Context: an optimization exercise on an open-source flow, tuned for small area, a short achievable clock period and few clock cycles. The choices shown serve that exercise and are no tape-out recipe. At most, simulation tests tie the RTL to the original design; equivalence was not proved. Power figures rest on the tool's default switching activity, not on a simulated workload.

MS:
==> module chroma_upsampler, before the edit <==
module chroma_upsampler (
	input logic CLOCK_50_I,
	input logic [15:0] mem_rdata,
	input logic [9:0] ph,
	input logic edge_first,
	input logic edge_b38,
	input logic edge_last,
	output logic [7:0] u_in,  
	output logic [7:0] v_in
);
	logic [6:0][7:0] wu, wv;
	logic [5:0][7:0] w;  
	logic [7:0] t0, t1, t2, t3, t4, t5;
	logic [8:0] p1, p2, p3;  
	logic [9:0] ra, rb;
	logic rc;
	logic [7:0] fo;
	logic [7:0] fir_u;  
	logic odd, chv, shu, shv;
	assign shu = ph[4] || ph[8];
	assign shv = ph[2] || ph[6];
	always_ff @(posedge CLOCK_50_I) begin
		if (shu) begin
			wu[4:0] <= wu[5:1];
			wu[5] <= ph[8] ? mem_rdata[15:8] : wu[6];
		end
		if (ph[8]) wu[6] <= mem_rdata[7:0];
		if (shv) begin
			wv[4:0] <= wv[5:1];
			wv[5] <= ph[2] ? mem_rdata[15:8] : wv[6];
		end
		if (ph[2]) wv[6] <= mem_rdata[7:0];
	end
	always_ff @(posedge CLOCK_50_I) begin
		odd <= ph[2] || ph[3];
		chv <= ph[3] || ph[8];
	end
	assign w = chv ? wv[5:0] : wu[5:0];
	assign t0 = edge_first ? (odd ? w[1] : w[2]) : w[0];
	assign t1 = (edge_first && !odd) ? w[2] : w[1];
	assign t2 = w[2];
	assign t3 = (edge_last && odd) ? w[2] : w[3];
	assign t4 = edge_last ? (odd ? w[2] : w[3]) : w[4];
	assign t5 = edge_last ? (odd ? w[2] : w[3]) : ((edge_b38 && odd) ? w[4] : w[5]);
	always_ff @(posedge CLOCK_50_I) begin
		p1 <= {1'b0, t0} + {1'b0, t5};
		p2 <= {1'b0, t1} + {1'b0, t4};
		p3 <= {1'b0, t2} + {1'b0, t3};
		if (ph[4] || ph[9]) fir_u <= fo;
		if (ph[9]) u_in <= wu[1];
		if (ph[4]) u_in <= wu[2];
		if (ph[0] || ph[5]) u_in <= fir_u;
		if (ph[9] || ph[4]) v_in <= wv[2];
		if (ph[0] || ph[5]) v_in <= fo;
	end
	fir_a u_fa (
		.s1(p1),
		.s2(p2),
		.s3(p3),
		.ra(ra),
		.rb(rb),
		.rc(rc)
	);
	fir_b u_fb (
		.ra(ra),
		.rb(rb),
		.rc(rc),
		.o(fo)
	);
endmodule
Settings: LEC_CHECK=0, CAP_MARGIN=20, CORE_MARGIN=2, CORE_UTILIZATION=65, PLACE_DENSITY=0.75, SETUP_SLACK_MARGIN=5, SLEW_MARGIN=20; clock period 10.0 ns.
run.sh (not shown) runs the stock make flow with config.mk's settings and CLKGATE_MAP_FILE= SYNTH_SCRIPT=/design/flow/synth_recipe.tcl, a recipe that flattens the netlist after the stock synthesis.
In summary, MS completed successfully, with a layout that passed the timing, design-rule and antenna checks.
Here is what was changed in the inputs of AL compared with MS.
--- a/flow/design.v
+++ b/flow/design.v
@@ -162,6 +162,6 @@
 	logic [7:0] t0, t1, t2, t3, t4, t5;
 	logic [8:0] p1, p2, p3;  
-	logic [9:0] ra, rb;
-	logic rc;
+	logic [9:0] ra, rb, ra_q, rb_q;
+	logic rc, rc_q;
 	logic [7:0] fo;
 	logic [7:0] fir_u;  
@@ -182,6 +182,6 @@
 	end
 	always_ff @(posedge CLOCK_50_I) begin
-		odd <= ph[2] || ph[3];
-		chv <= ph[3] || ph[8];
+		odd <= ph[1] || ph[2];
+		chv <= ph[2] || ph[7];
 	end
 	assign w = chv ? wv[5:0] : wu[5:0];
@@ -196,4 +196,7 @@
 		p2 <= {1'b0, t1} + {1'b0, t4};
 		p3 <= {1'b0, t2} + {1'b0, t3};
+		ra_q <= ra;
+		rb_q <= rb;
+		rc_q <= rc;
 		if (ph[4] || ph[9]) fir_u <= fo;
 		if (ph[9]) u_in <= wu[1];
@@ -212,7 +215,7 @@
 	);
 	fir_b u_fb (
-		.ra(ra),
-		.rb(rb),
-		.rc(rc),
+		.ra(ra_q),
+		.rb(rb_q),
+		.rc(rc_q),
 		.o(fo)
 	);
### Flow results
Delta (AL minus MS): multi-input logic portion of the cell area -1.6 points; met1 usage in global routing +2.3 points.
u_csc.u_mat.yw[9]$_DFFE_PP_ as the critical path launch point was reported by AL, and u_csc.u_ups.p1[5]$_DFF_P_ by MS.
AL ends up with a routed wire length that is about 4.3% higher than in MS.
Looking at critical path depth, AL sits below MS.
On detailed-routed wire length on met3, the lower figure sits with MS, not AL.
AL: via density per instance about 0.7% below MS
AL: combinational power share is 7.0 points lower than what MS reported.
Cell area after placement was higher in the run labelled AL.
AL ended up with more standard cells than MS.
Testbench counts of AL, summed over its fixed seeds: cycles 384,224.
For MS, only the layout was checked, not whether the RTL still works.

what the ideal ports hide:
How much do the figures lean on ideal ports? The routed layouts below were timed once more, with nothing changed but the port constraints.
Step 1: set_driving_cell puts a clkbuf_16 on CLOCK_50_I and a buf_2 on each other input, an assumption about the parent block.
Step 2 also shifts input and output timing later by t, the mid clock arrival at the registers, as if the neighbouring blocks saw the same clock.
Three values: ideal, step 1, step 2; two values: the first two.
| run | shift t [ns] | setup WS [ns] | worst hold slack (ns) | worst setup path at the end | worst data-port slew with drivers (ns) |
|---|---|---|---|---|---|
| MS | 0.602 | 4.868 / 4.868 / 4.868 | 0.434 / 0.434 / 0.434 | register to register | 0.05 |
| AL | 0.595 | 5.170 / 5.170 / 5.170 | 0.430 / 0.430 / 0.430 | register to register | 0.04 |
After both steps every run listed still meets setup and hold.
